Background: an optimization exercise with open tools, aiming at small area. Do not read the settings as production practice. Function was checked by simulation only, so behaviour that the tests miss may differ from the original. Power figures rest on the tool's default switching activity, not on a simulated workload.

## flow/design.v

```verilog
`default_nettype none
package fir_decim_pkg;
    localparam int SAMPLE_W  = 18;
    localparam int ACC_W     = 48;
    localparam int TAP_CNT   = 34;
    localparam int TAP_W     = 6;
    localparam int DECIM     = 8;
    localparam int OUT_SHIFT = 16;
    localparam int OPMODE_W  = 2;
    localparam logic [OPMODE_W-1:0] OP_NOP  = 2'd0;
    localparam logic [OPMODE_W-1:0] OP_LOAD = 2'd1;
    localparam logic [OPMODE_W-1:0] OP_MAC  = 2'd2;
    function automatic logic signed [SAMPLE_W-1:0] fir_coef(input logic [TAP_W-1:0] idx);
        case (idx)
            6'd0: fir_coef = 18'sh00002;
            6'd1: fir_coef = 18'sh3FFF6;
            6'd2: fir_coef = 18'sh0001A;
            6'd3: fir_coef = 18'sh3FFC5;
            6'd4: fir_coef = 18'sh00071;
            6'd5: fir_coef = 18'sh3FF36;
            6'd6: fir_coef = 18'sh0014E;
            6'd7: fir_coef = 18'sh3FDEF;
            6'd8: fir_coef = 18'sh00322;
            6'd9: fir_coef = 18'sh3FB62;
            6'd10: fir_coef = 18'sh006A5;
            6'd11: fir_coef = 18'sh3F68B;
            6'd12: fir_coef = 18'sh00D71;
            6'd13: fir_coef = 18'sh3EC88;
            6'd14: fir_coef = 18'sh01DC3;
            6'd15: fir_coef = 18'sh3CB6A;
            6'd16: fir_coef = 18'sh0A263;
            6'd17: fir_coef = 18'sh0A263;
            6'd18: fir_coef = 18'sh3CB6A;
            6'd19: fir_coef = 18'sh01DC3;
            6'd20: fir_coef = 18'sh3EC88;
            6'd21: fir_coef = 18'sh00D71;
            6'd22: fir_coef = 18'sh3F68B;
            6'd23: fir_coef = 18'sh006A5;
            6'd24: fir_coef = 18'sh3FB62;
            6'd25: fir_coef = 18'sh00322;
            6'd26: fir_coef = 18'sh3FDEF;
            6'd27: fir_coef = 18'sh0014E;
            6'd28: fir_coef = 18'sh3FF36;
            6'd29: fir_coef = 18'sh00071;
            6'd30: fir_coef = 18'sh3FFC5;
            6'd31: fir_coef = 18'sh0001A;
            6'd32: fir_coef = 18'sh3FFF6;
            6'd33: fir_coef = 18'sh00002;
            default: fir_coef = '0;
        endcase
    endfunction
endpackage
`default_nettype wire
`default_nettype none
module fir_decim_top(
    input  wire logic                                       clk,
    input  wire logic                                       reset,
    input  wire logic                                       sample_in_rdy,
    input  wire logic signed [fir_decim_pkg::SAMPLE_W-1:0] sample_in_l,
    input  wire logic signed [fir_decim_pkg::SAMPLE_W-1:0] sample_in_r,
    output logic                                            sample_out_rdy,
    output logic      signed [fir_decim_pkg::SAMPLE_W-1:0] sample_out_l,
    output logic      signed [fir_decim_pkg::SAMPLE_W-1:0] sample_out_r,
    output logic                                            overrun,
    output logic                                            init_done
);
    localparam int SW  = fir_decim_pkg::SAMPLE_W;
    localparam int AW  = 36;    
    localparam int WIN = 40;    
    logic [5:0] cnt;        
    logic [2:0] pidx;       
    logic       win;        
    logic       acc_valid;
    logic [2:0] jh;         
    logic       is_wait, accept, win_last, done;
    assign is_wait  = init_done && (cnt == '0);
    assign accept   = is_wait && sample_in_rdy;
    assign win_last = win && (cnt == 6'd1);
    assign done     = win && (jh == 3'd0) && (cnt <= 6'd5);
    always_ff @(posedge clk or posedge reset) begin
        if (reset) begin
            cnt       <= 6'd34;
            pidx      <= '0;
            win       <= 1'b0;
            acc_valid <= 1'b0;
            jh        <= '0;
            overrun   <= 1'b0;
            init_done <= 1'b0;
        end else begin
            if (accept) begin
                pidx <= pidx + 1'b1;
                cnt  <= (pidx == 3'd7) ? 6'(WIN) : 6'd1;
                win  <= (pidx == 3'd7);
            end else if (cnt != '0) begin
                cnt <= cnt - 1'b1;
                if (cnt == 6'd1) win <= 1'b0;
            end
            if (!init_done && cnt == 6'd1) init_done <= 1'b1;
            acc_valid <= win_last;
            overrun   <= sample_in_rdy && !is_wait;
            if (!win_last) jh <= (jh == 3'd4) ? 3'd0 : jh + 1'b1;
        end
    end
    logic [2*SW-1:0] sbuf [8];
    always_ff @(posedge clk) begin
        if (accept || win) begin
            sbuf[0] <= accept ? {sample_in_l, sample_in_r} : sbuf[7];
            for (int i = 1; i < 8; i++) sbuf[i] <= sbuf[i-1];
        end
    end
    logic [5:0] tap;
    logic signed [SW-1:0] coef;
    assign tap  = {jh, 3'(cnt[2:0] - 3'd1)};
    assign coef = win ? fir_decim_pkg::fir_coef(tap) : '0;
    logic signed [AW-1:0] ring_l [5];
    logic signed [AW-1:0] ring_r [5];
    logic signed [AW-1:0] sum_l, sum_r;
    logic signed [SW-1:0] x_l, x_r;
    logic                 clr;
    assign x_l   = sbuf[7][2*SW-1:SW];
    assign x_r   = sbuf[7][SW-1:0];
    assign sum_l = ring_l[0] + coef * x_l;
    assign sum_r = ring_r[0] + coef * x_r;
    assign clr   = !init_done || done;
    always_ff @(posedge clk) begin
        for (int i = 0; i < 4; i++) begin
            ring_l[i] <= ring_l[i+1];
            ring_r[i] <= ring_r[i+1];
        end
        ring_l[4] <= clr ? '0 : sum_l;
        ring_r[4] <= clr ? '0 : sum_r;
    end
    localparam logic signed [AW-1:0] RND_HALF = 2 ** 15;
    localparam logic signed [AW-1:0] SAT_MAX  = 2 ** (SW - 1) - 1;
    localparam logic signed [AW-1:0] SAT_MIN  = -(2 ** (SW - 1));
    function automatic logic signed [SW-1:0] round_sat(input logic signed [AW-1:0] acc);
        logic signed [AW-1:0] shifted;
        shifted = (acc + RND_HALF) >>> 16;
        if (shifted > SAT_MAX) begin
            round_sat = SAT_MAX[SW-1:0];
        end else if (shifted < SAT_MIN) begin
            round_sat = SAT_MIN[SW-1:0];
        end else begin
            round_sat = shifted[SW-1:0];
        end
    endfunction
    logic signed [SW-1:0] hold_l, hold_r;
    always_ff @(posedge clk) begin
        if (done) begin
            hold_l <= round_sat(sum_l);
            hold_r <= round_sat(sum_r);
        end
    end
    always_ff @(posedge clk or posedge reset) begin
        if (reset) begin
            sample_out_rdy <= 1'b0;
            sample_out_l   <= '0;
            sample_out_r   <= '0;
        end else begin
            sample_out_rdy <= acc_valid;
            sample_out_l   <= acc_valid ? hold_l : '0;
            sample_out_r   <= acc_valid ? hold_r : '0;
        end
    end
endmodule
`default_nettype wire
```

## flow/run.sh

```bash
#!/bin/bash
# synth_recipe.tcl (not shown) runs the flow's synth.tcl, then flattens the netlist and writes it again
# the make line also repeats each setting of config.mk as NAME=value (left out here)
make -C /OpenROAD-flow-scripts/flow DESIGN_CONFIG=/design/flow/config.mk WORK_HOME=/design/flow/orfs CLKGATE_MAP_FILE= SYNTH_SCRIPT=/design/flow/synth_recipe.tcl finish
```

## flow/config.mk

```make
export PLATFORM = sky130hd
export DESIGN_NAME = fir_decim_top
export DESIGN_NICKNAME = fir_decim_top
export VERILOG_FILES = /design/flow/design.v
export SDC_FILE = /design/flow/constraint.sdc
export NUM_CORES = 4
export LEC_CHECK = 0
export CAP_MARGIN = 20
export CORE_MARGIN = 2
export CORE_UTILIZATION = 40
export SLEW_MARGIN = 20
```

## flow/constraint.sdc

```tcl
create_clock -name core_clock -period 10.0 [get_ports {clk}]
set_input_delay 2.0000 -clock core_clock [delete_from_list [all_inputs] [get_ports {clk}]]
set_output_delay 2.0000 -clock core_clock [all_outputs]
set_load 0.01 [all_outputs]
```

==> run summary <==
The global router's overall resource usage came out at between 10% and 20%. Dividing the detail-routed via count by the number of cells gives 4.831. The count of cells along the worst hold path came out at 0.

The remaining number of nets flagged by the antenna check after routing came out at 0. The static power due to leakage is 0.02521 µW. The final cell utilization of the core is 45.98%.

IR analysis of the VDD net gives a maximum drop of 0.1143 mV. The initial core utilization is 40.44%. The source of the worst hold timing path is ring_r[3][20]$_DFF_P_.

The number of slew-limit violations in the final report is 0. The signed area change from the synthesized netlist to the final layout came out at 13.72%. Buffers inserted during clock tree synthesis total 81. The net total in the final layout is 5507. The number of maximum-capacitance violations came out at 0.

The most common flop cell mapped by yosys is sky130_fd_sc_hd__dfxtp_1. The number of antenna violations at the first check in global routing was 5. The gate count after technology mapping is 4370. The headroom to the max-slew limit is about 37%. Based on the critical path, the design can be clocked at up to approximately 100 MHz. The synthesized netlist net count is 5351. Counting flops and latches in the post-synthesis netlist gives 737. The total cell area at the placement stage came out at around 52000 µm². The wire length reported by the detailed router is 109400 µm.

The root buffer selected by CTS is sky130_fd_sc_hd__clkbuf_16. The pin count of the biggest net entering global routing came out at approximately 130. The internal reg-to-reg setup slack is 130 ps.

The setup path with the least slack is of type reg -> reg. In this run the standard cell core region covers 120300 µm². Counting along the longest clock path gives a buffer depth of 3. The wire length per cell came out at 17.63 µm. The power per standard cell area came out at roughly 130 nW/µm². By area the synthesized netlist is led by sky130_fd_sc_hd__fa_1 29%, sky130_fd_sc_hd__edfxtp_1 20%, sky130_fd_sc_hd__dfxtp_1 15%. The slowest cell on the critical path is sky130_fd_sc_hd__fa_1. The number of cells traversed by the worst register-to-register path came out at 33.

The repair_antennas step left the layout with diodes totalling 0. The signal arrival time at the worst endpoint is 10270 ps. The die width is 352.7 µm. The worst setup margin is 126.7 ps. The run finished with no timing, DRC or antenna violations.

The detailed-route via count is 29.97k. The synthesized design contains 324 enable-type register cells. Subtracting the final worst setup slack from the clock period gives 9873 ps. For the pin with the worst max-slew slack, the measured transition is 944.9 ps. The ratio of final minimum period to clock period came out at 98.73%. The synthesized area divided by synthesized cell count is 11.13 µm².

The worst setup path is launched from a flip-flop. Detailed placement ended at an HPWL of between 80000 and 90000 µm. The most common cell in the synthesized netlist is sky130_fd_sc_hd__inv_1. The pre-CTS setup slack came out at -87.41 ps.

The count of unresolved DRC violations after routing came out at 0. The number of ports placed on the die boundary came out at 78. The quantity of I/O buffers inserted on ports came out at 77.

The number of cell rows is roughly 130. The worst register-to-register path begins at cnt[1]$_DFFE_PP1P_. The count of final hold-check violations is 0.

The sink of the worst hold path is ring_r[2][20]$_DFF_P_. The most used cell along the critical path is sky130_fd_sc_hd__fa_1. The vertical extent of the die is 352.7 µm. After synthesis, flip-flops and latches occupy 37.55% of the total area. The library cell with the largest summed area after synthesis is sky130_fd_sc_hd__fa_1. The global-route wire length before repair is 177400 µm. The fraction of post-synthesis cell area in the top cell type by area is 28.97%. The global placement routability congestion came out at 0.9119. On the worst path, the slowest cell contributes a delay of 600 ps. STA classifies the critical path endpoint as a flip-flop. The via count of the first global-routing pass was 31.51k.

The remaining global-route overflow is 0. The clock skew is ~32 ps. The H-tree generated during clock tree synthesis spans 3 levels. The endpoint identified for the worst register-to-register timing path is hold_l[7]$_SDFFCE_PN1P_. Summing every instance area after synthesis gives 48640 µm². The number of clock sinks came out at 737.

The maximum fanout along the worst path came out at 17. Of the cells placed in the final design, the portion with a size suffix greater than 1 is 9.277%. The DRC violation total after the first TritonRoute iteration is 1937. Clock-pin slew was measured on the worst setup and hold paths at 70 ps. The insertion delay of the later-clocked pin in the worst-skew pair came out at 650 ps. The data required time at the worst endpoint is 10400 ps. Ranked by instance count, the synthesized netlist is headed by 881 x sky130_fd_sc_hd__inv_1, 704 x sky130_fd_sc_hd__fa_1, 494 x sky130_fd_sc_hd__nand2_1.

The total setup violations reported at the end of the flow came out at 0. Of all flip-flops after synthesis, the portion carrying an async set or reset was 7.191%. The hold slack came out at 307.4 ps. The count of TritonRoute iterations in the first routing pass is 5.

After synthesis, the netlist uses a little over 100 different library cells. The die area came out at ~120000 µm². The final instance area came out at 55310 µm².

The clock tree from TritonCTS is done. The worst hold path belongs to the class reg -> reg. The number of synthesis warnings came out at 4.

For this design, the CTS-stage hold fixing added 0 buffers.
==> where the power goes <==
group | internal [µW] | switching [µW] | total (µW)
clock | 1740 | 1250 | 2990
combinational | 342 | 569 | 911
sequential | 3280 | 66.8 | 3340
total | 5360 | 1880 | 7250
==> through the flow <==
step	TNS (ps)	cells	power, µW
3_5_place_dp	-404.7	6031	4227
6_report	0	6204	7246
2_1_floorplan	0	4370	3940
3_3_place_gp	-65.38	6031	4240
5_1_grt	-1188	6204	7567
4_1_cts	0	6181	7268
==> worst max-delay path: cells and delay by family (launching register included) <==
family          cells  cell delay (ps)
fa+ha+maj           9             4150
xor+xnor            1              140
compound gates      8             1820
simple gates        8             1960
buf+inv             7              980
flops               1              530
==> state kept, by name (all words and copies together) (netlist names) <==
signal          cells
pidx                3
hold_l             18
sample_out_l       18
sample_out_r       18
hold_r             18
jh                  3
ring_r            180
sample_out_rdy      1
sbuf              288
overrun             1
win                 1
init_done           1
acc_valid           1
cnt                 6
ring_l            180
==> worst max path at each step <==
stage / start / to / depth (start not counted)
6_report: cnt[1]$_DFFE_PP1P_ / hold_l[7]$_SDFFCE_PN1P_ / 33
5_1_grt: cnt[1]$_DFFE_PP1P_ / hold_r[4]$_SDFFCE_PN1P_ / 35
4_1_cts: cnt[1]$_DFFE_PP1P_ / hold_l[7]$_SDFFCE_PN1P_ / 32
3_5_place_dp: cnt[1]$_DFFE_PP1P_ / hold_l[7]$_SDFFCE_PN1P_ / 34
3_3_place_gp: cnt[1]$_DFFE_PP1P_ / hold_l[2]$_SDFFCE_PN1P_ / 34
2_1_floorplan: cnt[1]$_DFFE_PP1P_ / hold_r[7]$_SDFFCE_PN1P_ / 38
==> cell families after synthesis <==
group                      count (synthesis)  share of synthesized area [%]
AOI/OAI and AO/OA                        393                          5.646
xor gates and xnor gates                  97                          1.747
adders and majority gates                943                          35.12
buffers and inverters                   1049                          8.198
DFF                                      737                          37.55
muxes                                      5                         0.1029
and+or+nand+nor                         1146                          11.64
==> area by class of cell <==
type / instances / area, µm²
fill: 11140 / 64980
multi-input combinational: 2586 / 26900
sequential: 737 / 18270
inverter: 884 / 3326
clock buffer: 109 / 2318
timing repair buffer: 236 / 2122
tap: 1612 / 2017
clock inverter: 40 / 364.1
==> timing repair <==
action,in CTS,in global routing
pin swaps,2,27
gates resized for setup,4,85
setup endpoints to repair,23,36
buffers inserted,1,19
cloned,0,3
==> routing by layer <==
metal	track usage, %	routed length [µm]
met1	27.28	52250
met2	26.57	47370
met3	3.105	6639
met4	5.607	3069
met5	0	34
==> placed cells by master, fill, tap and decap left out, types with 9 or more instances in the layout <==
cell	instances
sky130_fd_sc_hd__o21ai_0	65
sky130_fd_sc_hd__buf_4	146
sky130_fd_sc_hd__nand4_1	16
sky130_fd_sc_hd__buf_12	9
sky130_fd_sc_hd__o21ai_1	27
sky130_fd_sc_hd__nor2_1	121
sky130_fd_sc_hd__and2_1	324
sky130_fd_sc_hd__fa_1	700
sky130_fd_sc_hd__o21ai_2	13
sky130_fd_sc_hd__clkbuf_16	87
sky130_fd_sc_hd__inv_1	876
sky130_fd_sc_hd__nor3_1	32
sky130_fd_sc_hd__a211oi_1	13
sky130_fd_sc_hd__o211ai_1	18
sky130_fd_sc_hd__and3_1	31
sky130_fd_sc_hd__xnor2_1	63
sky130_fd_sc_hd__clkinv_2	12
sky130_fd_sc_hd__a21oi_2	13
sky130_fd_sc_hd__a31oi_1	15
sky130_fd_sc_hd__dfxtp_1	360
sky130_fd_sc_hd__clkinvlp_4	9
sky130_fd_sc_hd__nand3_1	36
sky130_fd_sc_hd__clkdlybuf4s50_1	77
sky130_fd_sc_hd__ha_1	230
sky130_fd_sc_hd__nand2_1	490
sky130_fd_sc_hd__or3_1	12
sky130_fd_sc_hd__o21a_1	12
sky130_fd_sc_hd__dfrtp_1	51
sky130_fd_sc_hd__clkbuf_1	15
sky130_fd_sc_hd__a21oi_1	77
sky130_fd_sc_hd__xor2_1	27
sky130_fd_sc_hd__a21o_1	22
sky130_fd_sc_hd__a211o_1	9
sky130_fd_sc_hd__edfxtp_1	324

==> afterwards: timing with drivers on the ports <==
In the flow no input, the clock included, has a driving cell. The finished layout below was timed again as built, in two steps.
Step 1 sets driving cells, clkbuf_16 on the clock port and buf_2 on the other inputs (assumed; they add their load-dependent delay and slew).
Step 2 also shifts input and output timing later by t, the mid clock arrival at the registers, as if the neighbouring blocks saw the same clock.
a / b / c = no drivers / after step 1 / after step 2; a / b = the first two.
t, ns: 0.710
setup slack, ns: 0.127 / 0.127 / 0.127
hold slack, ns: 0.307 / 0.307 / 0.307
worst setup path at the end: register to register
pins driven straight from the clock port: 1
After both steps setup and hold are still met in this run. For this run, drivers alone change the setup slack by 0.000 ns; drivers and shift together by 0.000 ns.
